Context: an optimization exercise on an open-source flow, tuned for small area. The choices shown serve that exercise and are no tape-out recipe.
The RTL was checked by simulation tests, not by an equivalence proof against the original design.

--- design/flow/design.v ---
package alu_pkg;
    localparam int DATA_W    = 16;
    localparam int FRAC_W    = 10;
    localparam int INST_W    = 4;
    localparam int ACC_W_DEF = 36;    
    typedef logic signed [DATA_W-1:0] data_t;
    localparam data_t DATA_MAX = {1'b0, {(DATA_W-1){1'b1}}};    
    localparam data_t DATA_MIN = {1'b1, {(DATA_W-1){1'b0}}};    
    typedef enum logic [INST_W-1:0] {
        OP_ADD       = 0,
        OP_SUB       = 1,
        OP_MAC       = 2,
        OP_GRAY      = 4,
        OP_ROR       = 6,
        OP_CLZ       = 7,
        OP_TRANSPOSE = 9
    } op_e;
    localparam int MAT_N  = 8;
    localparam int ELEM_W = 2;
    typedef logic [$clog2(MAT_N)-1:0] idx_t;    
endpackage
`timescale 1ns/1ns
module alu (
    input  logic        i_clk,
    input  logic        i_rst_n,
    input  logic        i_in_valid,
    input  logic [3:0]  i_inst,
    input  logic [15:0] i_data_a,
    input  logic [15:0] i_data_b,
    output logic        o_busy,
    output logic        o_out_valid,
    output logic [15:0] o_data
);
    logic       tp;
    logic [2:0] cnt;
    logic       in_tp;
    logic       loading;
    logic       accept;
    assign in_tp   = (i_inst == 4'd9);
    assign loading = o_busy & tp & ~o_out_valid;
    assign accept  = i_in_valid & (~o_busy | loading);
    always_ff @(posedge i_clk or negedge i_rst_n) begin
        if (!i_rst_n) begin
            o_busy      <= 1'b0;
            o_out_valid <= 1'b0;
            tp          <= 1'b0;
            cnt         <= 3'd0;
        end else begin
            if (!o_busy) begin
                if (i_in_valid) begin
                    o_busy      <= 1'b1;
                    o_out_valid <= ~in_tp;
                    tp          <= in_tp;
                    if (in_tp) cnt <= cnt + 3'd1;
                end
            end else if (!tp) begin
                o_busy      <= 1'b0;
                o_out_valid <= 1'b0;
            end else if (!o_out_valid) begin
                if (i_in_valid) begin
                    cnt <= cnt + 3'd1;
                    if (cnt == 3'd7) o_out_valid <= 1'b1;
                end
            end else begin
                cnt <= cnt + 3'd1;
                if (cnt == 3'd7) begin
                    o_busy      <= 1'b0;
                    o_out_valid <= 1'b0;
                end
            end
        end
    end
    logic [15:0] w [8];
    logic        shift_col;
    assign shift_col = o_busy | in_tp;
    always_ff @(posedge i_clk) begin
        if (accept) begin
            w[7] <= i_data_a;
            w[6] <= shift_col ? w[7] : i_data_b;
            w[5][15:4] <= w[6][15:4];
            w[5][3:0]  <= shift_col ? w[6][3:0] : i_inst;
            for (int k = 0; k < 5; k++) w[k] <= w[k+1];
        end
    end
    logic [15:0] ra, rb;
    logic [3:0]  rop;
    assign ra  = w[7];
    assign rb  = w[6];
    assign rop = w[5][3:0];
    logic op_mac, op_addsub, op_sub;
    assign op_mac    = (rop == 4'd2);
    assign op_addsub = (rop[3:1] == 3'd0);
    assign op_sub    = rop[0];
    logic signed [15:0] m_a;
    logic signed [8:0]  m_b;
    logic signed [24:0] prod;
    logic        [36:0] x_add;
    logic               cin;
    logic        [36:0] sum;
    logic        [36:0] acc;
    logic               use_acc;
    assign m_a = o_busy ? ra : i_data_a;
    assign m_b = o_busy ? (op_mac ? {rb[15], rb[15:8]} : 9'd4) : {1'b0, i_data_b[7:0]};
    assign prod = m_a * m_b;
    assign use_acc = ~o_busy | op_mac;
    assign cin     = o_busy & ~op_mac & op_sub;
    assign x_add   = use_acc ? acc
                   : {{19{rb[15] ^ op_sub}}, rb ^ {16{op_sub}}, op_sub, op_sub};
    assign sum     = x_add + {{12{prod[24]}}, prod} + {36'd0, cin};
    logic [36:0] s2;
    logic        s2_mid_zero;
    logic        s2_hi, s2_lo;
    logic [36:0] acc_clamp;
    assign s2          = {sum[28:0], acc[36:29]};
    assign s2_mid_zero = (s2[34:9] == 26'd0);
    assign s2_hi       = ~s2[36] & s2[35] & ~s2_mid_zero;
    assign s2_lo       = s2[36] & (~s2[35] | s2_mid_zero);
    assign acc_clamp   = s2_hi ? {2'b01, 26'd0, 9'h1FF}
                       : s2_lo ? {2'b11, 25'd0, 1'b1, 9'd0}
                       : s2;
    logic mac_p1, mac_p2;
    assign mac_p1 = ~o_busy & i_in_valid & (i_inst == 4'd2);
    assign mac_p2 = o_busy & ~tp & op_mac;
    always_ff @(posedge i_clk or negedge i_rst_n) begin
        if (!i_rst_n) begin
            acc <= 37'd512;
        end else if (mac_p1) begin
            acc <= {sum[7:0], sum[36:8]};
        end else if (mac_p2) begin
            acc <= acc_clamp;
        end
    end
    logic [15:0] arith_res;
    logic        ovf;
    assign ovf       = ~((sum[28:17] == 12'd0) | (sum[28:17] == 12'hFFF));
    assign arith_res = ovf ? (sum[28] ? 16'h8000 : 16'h7FFF) : sum[17:2];
    logic [15:0] gray_res, ror_res, clz_res;
    logic [31:0] rot_wide;
    logic [4:0]  lz;
    assign gray_res = ra ^ (ra >> 1);
    assign rot_wide = {ra, ra} >> rb;
    assign ror_res  = rot_wide[15:0];
    always_comb begin
        lz = 5'd16;
        for (int i = 0; i < 16; i++) begin
            if (ra[i]) lz = 5'(15 - i);
        end
    end
    assign clz_res = {11'd0, lz};
    logic [15:0] row;
    always_comb begin
        for (int c = 0; c < 8; c++) begin
            row[15-2*c -: 2] = w[c][15-2*cnt -: 2];
        end
    end
    always_comb begin
        if (tp) begin
            o_data = row;
        end else begin
            case (rop)
                4'd0, 4'd1, 4'd2: o_data = arith_res;
                4'd4:             o_data = gray_res;
                4'd6:             o_data = ror_res;
                4'd7:             o_data = clz_res;
                default:          o_data = 16'd0;
            endcase
        end
    end
endmodule
--- design/flow/run.sh ---
#!/bin/bash
# synth_recipe.tcl (not shown) runs the flow's synth.tcl, then flattens the netlist and writes it again
# the make line also repeats each setting of config.mk as NAME=value (left out here)
make -C /OpenROAD-flow-scripts/flow DESIGN_CONFIG=/design/flow/config.mk WORK_HOME=/design/flow/orfs CLKGATE_MAP_FILE= SYNTH_SCRIPT=/design/flow/synth_recipe.tcl finish
--- design/flow/config.mk ---
export PLATFORM = sky130hd
export DESIGN_NAME = alu
export DESIGN_NICKNAME = alu
export VERILOG_FILES = /design/flow/design.v
export SDC_FILE = /design/flow/constraint.sdc
export NUM_CORES = 4
export LEC_CHECK = 0
export CAP_MARGIN = 20
export CORE_MARGIN = 2
export CORE_UTILIZATION = 40
export SLEW_MARGIN = 20
--- design/flow/constraint.sdc ---
create_clock -name core_clock -period 11.0 [get_ports {i_clk}]
set_input_delay 2.2000 -clock core_clock [delete_from_list [all_inputs] [get_ports {i_clk}]]
set_output_delay 2.2000 -clock core_clock [all_outputs]
set_load 0.01 [all_outputs]
==> metrics.yaml, run 1 <==
sta:
  skew_ns: 0.0161
  max_freq_ghz: 0.0813
  fin_ws_ns: -1.29
  setup_viol: 16
  holdWs_ns: 0.446
  slew_headroom_pct: 26.2
  slew_violations: 0
  hold_viol_final: 0
  period_needed_ns: 12.29
  rsz0062_at_grt: "true"
  fin_crit_sh_pct: 112
  worst_pin_slew_ns: 1.11
global_routing:
  antenna_found_initial: 0
  grt_util_all_layers_pct: 26.0
  grt_pass1_vias: 15500
  grt_max_degree: 70
  overflow: 0
  grt_pass1_wl_um: 85700
hold_path:
  hold_depth: 0
  hp-start: "w[1][10]$_DFFE_PP_"
  hp-class: "reg -> reg"
  holdPathEnd: "w[0][10]$_DFFE_PP_"
run_status:
  so.violations: "negative setup slack"
  outcome: "finished with violations"
critical_path:
  critPathArrivalTime_ns: 10.09
  critPathKind: "in -> out"
  worstPathRequired_ns: 8.80
  cp_common_cell: "fa_1"
  rrSetupSlack_ns: 1.52
  critPathCaptureType: "output pin"
  cpPeakStageDelay_ns: 0.57
  r2r-start: "w[5][3]$_DFFE_PP_"
  worstRegToRegCells: 39
  crit_slowest_cell: "or4_4"
  crit_fanout: 6
  r2r-end: "acc[33]$_DFFE_PN0P_"
  start_kind: "input port"
clocking:
  cts_buffers: 17
  clk-insertion-delay-late_ns: 0.45
  cts.sinks: 171
  cts_max_level: 4
  cts_buffer_depth: 2
  clockRootBuffer: "clkbuf_16"
  cts_tree: "yes"
  clk_pin_slew_ns: 0.08
yosys:
  synthTopCellsByCount: "nor2_1 (207), inv_1 (135), edfxtp_1 (128)"
  synth_seq_cells: 171
  synth_area_leaders: "edfxtp_1 (23%), fa_1 (15%), ha_1 (7.1%), dfrtp_1 (6.4%), nor2_1 (4.7%)"
  yosysSeqAreaShare_pct: 29.9
  yosysMostFrequentCell: "nor2_1"
  synth_nets: 1982
  synth_top_area_share_pct: 23.3
  syn_avg_cell_area_um2: 9.53
  ys_async_sr_fraction_pct: 25.1
  yosys_most_used_dff: "edfxtp_1"
  synthCells: 1729
  ys_warn_count: 2
  yosysUniqueCellTypes: 80
  synth.largest_area_cell: "edfxtp_1"
  synth_area_um2: 16500
  synth_enable_flop_cells: 128
route:
  wl_per_cell_um: 20.7
  drtIter0Drc: 1137
  avgViaCountPerCell: 5.68
  drtAntennaViolNets: 0
  vias: 14800
  drt-total-wl_um: 53900
  drc_errors: 0
  drtPass1Iterations: 7
finish:
  area_delta_synth_final_pct: 31.5
  fin_nets: 2310
  drive_gt1_share_pct: 32.0
  layout.cells.non_filler: 2602
  antenna_cells: 0
floorplan:
  start_util_pct: 40.5
  die_x_um: 207
  core_area_um2: 40700
  dieArea_um2: 42800
  pin_count: 57
  die_y_um: 207
  num_rows: 74
placed_design:
  dp_hpwl_um: 41300
  gp_congestion: 0.922
  dpl.cell_count: 2523
  io_buffers: 56
job:
  cap_viol_max_count: 0
[cell families (layout without fill, tap and decap cells)]
| group | after synthesis | in the layout | share of synthesized area, % |
|---|---|---|---|
| buffers and inverters | 233 | 574 | 5.35 |
| XOR/XNOR | 84 | 84 | 4.46 |
| multiplexers | 97 | 97 | 7.65 |
| flip-flops | 171 | 171 | 29.9 |
| adder cells (fa/ha/maj) | 214 | 214 | 21.8 |
| AO/OA/AOI/OAI | 429 | 429 | 17.2 |
| AND/OR/NAND/NOR | 501 | 501 | 13.7 |
[metrics by stage]
stage | TNS (ns) | utilization [%] | instance area (um2) | worst slack [ns]
detailed placement | -37.73 | 48.8 | 19900 | -2.41
floorplan | -11.47 | - | 16700 | -0.830
global route | -23.95 | 53.2 | 21700 | -1.61
finish | -19.17 | 53.2 | 21700 | -1.29
CTS | -18.78 | 52.5 | 21400 | -1.25
global placement | -36.17 | 48.8 | 19900 | -2.32
[layout make-up]
cell class | instances | area (um2)
tap | 532 | 666
clock buffer | 17 | 425
inverter | 136 | 510
timing repair buffer | 406 | 3270
clock inverter | 15 | 153
multi-input combinational | 1325 | 11700
fill | 3688 | 19100
sequential | 171 | 4930
[critical path: cells and delay by family]
family	cells	cell delay, ns
mux	1	0.14
simple gates	6	1.19
compound gates	10	2.13
buf+inv	7	1.16
xor+xnor	2	0.38
fa+ha+maj	7	2.87
[registers in the layout, summed over array words and instances (netlist names)]
signal       count
cnt              3
tp               1
o_busy           1
acc             37
o_out_valid      1
w              128
[per-layer routing]
metal	vias up	GRT usage (%)	routed length, um	share of wire [%]
met3	120	2.81	2610	4.8
met5	-	0	0	0
li1	6804	-	-	-
met1	7383	32.7	22100	41
met2	482	45.5	26900	50
met4	0	11.0	2240	4.2
[layout by cell type, fill, tap and decap left out, types with 9 or more instances in the layout]
| master | instances |
|---|---|
| or2_2 | 23 |
| a22oi_1 | 23 |
| nor2_2 | 12 |
| buf_2 | 14 |
| dfrtp_1 | 40 |
| mux2i_4 | 11 |
| a21o_1 | 15 |
| nand3_1 | 39 |
| inv_1 | 129 |
| mux4_2 | 19 |
| o21bai_1 | 9 |
| nand2b_1 | 17 |
| nand2_1 | 124 |
| xor2_1 | 34 |
| edfxtp_1 | 128 |
| fa_1 | 113 |
| o221ai_1 | 18 |
| buf_4 | 327 |
| o22ai_1 | 20 |
| buf_6 | 31 |
| clkbuf_16 | 17 |
| nor2_1 | 192 |
| ha_1 | 79 |
| a21oi_1 | 69 |
| a211oi_1 | 11 |
| nor3_1 | 18 |
| o21ai_1 | 9 |
| ha_4 | 12 |
| o21ai_4 | 11 |
| o21ai_0 | 92 |
| mux2i_1 | 22 |
| nor2b_1 | 10 |
| a21oi_2 | 14 |
| o21a_1 | 28 |
| a211oi_2 | 13 |
| xnor2_1 | 44 |
| clkdlybuf4s50_1 | 18 |
| mux2_2 | 42 |
[what timing repair did]
item	in CTS	in global routing
gates resized for setup	269	49
setup endpoints to repair	16	16
pin swaps	88	28
hold buffers	0	0
gates cloned	1	0
buffers inserted	43	8
[worst max-delay path by stage]
| stage | from | endpoint | slack, ns |
|---|---|---|---|
| 2_1_floorplan | i_data_b[0] | o_data[10] | -0.83 |
| 3_3_place_gp | i_data_a[3] | o_data[9] | -2.32 |
| 3_5_place_dp | i_data_a[3] | o_data[8] | -2.41 |
| 4_1_cts | i_data_a[9] | o_data[0] | -1.25 |
| 5_1_grt | i_data_a[10] | o_data[13] | -1.61 |
| 6_report | i_data_a[10] | o_data[0] | -1.29 |
==> run 2: changes to the inputs <==
--- a/design/flow/design.v
+++ b/design/flow/design.v
@@ -93,13 +93,41 @@
     assign op_sub    = rop[0];
-    logic signed [15:0] m_a;
-    logic signed [8:0]  m_b;
-    logic signed [24:0] prod;
-    logic        [36:0] x_add;
-    logic               cin;
-    logic        [36:0] sum;
-    logic        [36:0] acc;
-    logic               use_acc;
-    assign m_a = o_busy ? ra : i_data_a;
-    assign m_b = o_busy ? (op_mac ? {rb[15], rb[15:8]} : 9'd4) : {1'b0, i_data_b[7:0]};
-    assign prod = m_a * m_b;
+    logic [15:0] m_a;
+    logic [7:0]  m_b;
+    logic        m_sgn;
+    logic [36:0] x_add;
+    logic        cin;
+    logic [36:0] sum;
+    logic [36:0] acc;
+    logic        use_acc;
+    assign m_a   = o_busy ? ra : i_data_a;
+    assign m_b   = o_busy ? (op_mac ? rb[15:8] : 8'd4) : i_data_b[7:0];
+    assign m_sgn = o_busy;
+    logic [3:0]  bz_one, bz_two, bz_neg;
+    logic [16:0] pp   [4];
+    logic [36:0] prow [4];
+    logic [36:0] row4;
+    logic [36:0] negs;
+    logic        d4;
+    always_comb begin
+        for (int i = 0; i < 4; i++) begin
+            logic b0, b1, bm;
+            bm = (i == 0) ? 1'b0 : m_b[2*i-1];
+            b0 = m_b[2*i];
+            b1 = m_b[2*i+1];
+            bz_one[i] = b0 ^ bm;
+            bz_two[i] = (b1 & ~b0 & ~bm) | (~b1 & b0 & bm);
+            bz_neg[i] = b1;
+            for (int j = 0; j < 17; j++) begin
+                logic aj, ajm;
+                aj  = (j == 16) ? m_a[15] : m_a[j];
+                ajm = (j == 0) ? 1'b0 : m_a[j-1];
+                pp[i][j] = ((bz_one[i] & aj) | (bz_two[i] & ajm)) ^ bz_neg[i];
+            end
+            prow[i] = 37'({~pp[i][16], pp[i][15:0]}) << (2*i);
+        end
+        d4   = m_b[7] & ~m_sgn;
+        row4 = 37'({~(d4 & m_a[15]), {15{d4}} & m_a[14:0]}) << 8;
+        negs = 37'({bz_neg[3], 1'b0, bz_neg[2], 1'b0, bz_neg[1], 1'b0, bz_neg[0]});
+    end
+    localparam logic [36:0] K_SIGN = -(37'h1_0000 + 37'h4_0000 + 37'h10_0000 + 37'h40_0000 + 37'h80_0000);
     assign use_acc = ~o_busy | op_mac;
@@ -108,3 +136,4 @@
                    : {{19{rb[15] ^ op_sub}}, rb ^ {16{op_sub}}, op_sub, op_sub};
-    assign sum     = x_add + {{12{prod[24]}}, prod} + {36'd0, cin};
+    assign sum     = x_add + prow[0] + prow[1] + prow[2] + prow[3] + row4 + negs
+                   + K_SIGN + {36'd0, cin};
     logic [36:0] s2;
==> run 2 against run 1 <==
  * The run now finishes clean
  * Highest routed layer is now met5
  * Cell area decreased by 1.1%
  * Clock skew about the same
==> metrics.yaml, run 2 <==
route:
  drc_errors: 0
  vias: 15900
  drt-total-wl_um: 59700
  drtPass1Iterations: 5
  drtAntennaViolNets: 0
  avgViaCountPerCell: 6.00
  wl_per_cell_um: 22.6
  drtIter0Drc: 1554
critical_path:
  crit_slowest_cell: "fa_2"
  crit_fanout: 7
  worstRegToRegCells: 37
  critPathArrivalTime_ns: 8.63
  start_kind: "input port"
  critPathCaptureType: "output pin"
  r2r-start: "w[5][2]$_DFFE_PP_"
  crit_path_start: "i_data_a[10]"
  worstPathRequired_ns: 8.80
  rrSetupSlack_ns: 2.03
  cpPeakStageDelay_ns: 0.62
  critPathKind: "in -> out"
  r2r-end: "acc[33]$_DFFE_PN0P_"
  cp-endpoint: "o_data[9]"
  cp_common_cell: "buf_4"
finish:
  fin_area_um2: 21400
  mostFrequentLayoutCell: "buf_4"
  final_cell_mix: "buf_4 (303), nand2_1 (160), a21oi_1 (133)"
  drive_gt1_share_pct: 28.9
  finish.utilization_pct: 52.5
  layout.cells.non_filler: 2645
  regArea_um2: 4920
  largest_reg_flops: 128
  fin_nets: 2322
  multi_input_area_um2: 11500
  area_delta_synth_final_pct: 29.8
  nFillCells: 3723
  reg_top3: "w: 128 flops, acc: 37 flops, cnt: 3 flops"
  largest_register: "w"
yosys:
  synth_area_leaders: "edfxtp_1 (23%), ha_1 (9.3%), fa_1 (7.4%), dfrtp_1 (6.4%), a21oi_1 (4.5%)"
  yosys_most_used_dff: "edfxtp_1"
  synth_enable_flop_cells: 128
  yosysSeqAreaShare_pct: 29.8
  synth_area_um2: 16500
  yosysMostFrequentCell: "nand2_1"
  synthTopCellsByCount: "nand2_1 (165), a21oi_1 (150), o21ai_0 (137)"
  synth_top_area_share_pct: 23.3
  synth_seq_cells: 171
  synth_nets: 2053
  ys_async_sr_fraction_pct: 25.1
  synthCells: 1830
  yosysUniqueCellTypes: 80
  ys_warn_count: 4
  synth.largest_area_cell: "edfxtp_1"
  syn_avg_cell_area_um2: 9.03
run_status:
  outcome: "no timing/DRC/antenna violations"
placed_design:
  place_area_um2: 19500
  io_buffers: 56
  dp_hpwl_um: 44600
  dpl.cell_count: 2564
  gp_congestion: 0.940
floorplan:
  start_util_pct: 40.5
  die_x_um: 207
  core_area_um2: 40800
  pin_count: 57
  die_y_um: 207
  num_rows: 74
  dieArea_um2: 43000
sta:
  worst_pin_slew_ns: 1.11
  skew_ns: 0.0157
  setup_viol: 0
  hold_viol_final: 0
  max_freq_ghz: 0.0923
  period_needed_ns: 10.83
  slew_headroom_pct: 25.6
  setup_tns_ns: 0
  fin_crit_sh_pct: 98.5
  slew_violations: 0
clocking:
  holdBufCountCts: 0
  cts.sinks: 171
  clockRootBuffer: "clkbuf_16"
  cts_buffer_depth: 2
  cts_max_level: 4
  clk-insertion-delay-late_ns: 0.45
  cts_tree: "yes"
  clk_pin_slew_ns: 0.08
  cts_buffers: 17
global_routing:
  grt_pass1_wl_um: 91600
  grt_max_degree: 82
  antenna_found_initial: 1
  grt_pass1_vias: 15600
  overflow: 0
  grt_util_all_layers_pct: 27.3
job:
  cap_viol_max_count: 0
hold_path:
  hp-class: "reg -> reg"
  hold_depth: 0
==> run 2: cell types whose count changed after synthesis, sizes merged, moves of 23 or more <==
cell | before | now
a221oi | 3 | 32
o21ai | 117 | 153
clkbuf | 80 | 118
nor2 | 207 | 124
a21oi | 86 | 151
nand2 | 127 | 166
or2 | 28 | 5
fa | 121 | 61
nand3 | 40 | 17
ha | 93 | 123
o22ai | 22 | 54
==> run 2: repair_timing <==
item                       4_1_cts  5_1_grt
resized for setup              109      169
setup endpoints to repair       16       16
buffers inserted                23       19
gates cloned                     3        2
pin swaps                       24       49
==> run 2: area by class of cell <==
type,count,area share [%]
Clock inverter,15,0.974
Clock buffer,17,1.98
Inverter,115,2.01
Antenna cell,1,0.0117
Timing Repair Buffer,390,15.1
Sequential cell,171,23.0
Multi-Input combinational cell,1404,53.9
Tap cell,532,3.10
==> run 2: through the flow <==
stage	hold slack (ns)	worst slack, ns
4_1_cts	0.441	-0.0725
5_1_grt	0.453	-0.0732
3_3_place_gp	0.425	-0.463
3_5_place_dp	0.428	-0.595
6_report	0.441	0.170
2_1_floorplan	0.420	0.405
==> run 2: kinds of logic (layout without fill, tap and decap cells) <==
| family | count (synthesis) | after routing | synth area share, % |
|---|---|---|---|
| AOI/OAI and AO/OA | 584 | 584 | 22.3 |
| xor gates and xnor gates | 84 | 84 | 4.45 |
| adders and majority gates | 184 | 184 | 16.7 |
| buffers and inverters | 255 | 537 | 5.94 |
| DFF | 171 | 171 | 29.8 |
| muxes | 105 | 105 | 8.38 |
| other | 0 | 1 | 0 |
| and+or+nand+nor | 447 | 447 | 12.5 |
==> run 2: worst min path at each step <==
stage                       start                  to  slack [ns]
2_1_floorplan   w[1][4]$_DFFE_PP_   w[0][4]$_DFFE_PP_        0.42
3_3_place_gp   w[5][10]$_DFFE_PP_  w[4][10]$_DFFE_PP_        0.43
3_5_place_dp    w[3][5]$_DFFE_PP_   w[2][5]$_DFFE_PP_        0.43
4_1_cts         w[4][5]$_DFFE_PP_   w[3][5]$_DFFE_PP_        0.44
5_1_grt        w[3][11]$_DFFE_PP_  w[2][11]$_DFFE_PP_        0.45
6_report        w[4][5]$_DFFE_PP_   w[3][5]$_DFFE_PP_        0.44
==> run 2: critical path: cells and delay by family <==
family / cells / cell delay (ns)
AO/OA/AOI/OAI: 9 / 1.34
XOR/XNOR: 1 / 0.12
adder cells (fa/ha/maj): 5 / 2.38
buffers and inverters: 11 / 1.87
multiplexers: 1 / 0.23
AND/OR/NAND/NOR: 2 / 0.48
==> run 2: per-layer routing <==
| metal | GRT usage, % | routed length, um | vias up |
|---|---|---|---|
| met5 | 0 | 13 | - |
| met4 | 11.3 | 2360 | 2 |
| met3 | 3.93 | 3640 | 131 |
| met2 | 45.0 | 28600 | 623 |
| met1 | 36.1 | 25100 | 7795 |
| li1 | - | - | 7314 |

## afterwards: timing with drivers on the ports
No port has a modelled driver above. Below, the same layouts with a new extraction and two added sets of constraints.
Step 1 assumes that a clkbuf_16 drives the clock port and a buf_2 every other input.
Step 2 adds t to the input delays and takes it off the output delays; t is the mean of the earliest and latest rising clock arrival at the registers after step 1. Input paths then give back, and output paths get back, about the clock's delay inside the block.
Three values: ideal ports, drivers, drivers and shift; two values: the first two.
run	t, ns	setup WS [ns]	worst setup path after step 2
run 1	0.492	-1.294 / -1.331 / -1.331	input to output
run 2	0.493	0.170 / 0.094 / 0.094	input to output
The setup slack of run 2, which loses most, moves by -0.076 ns with the drivers and by -0.076 ns with both steps.
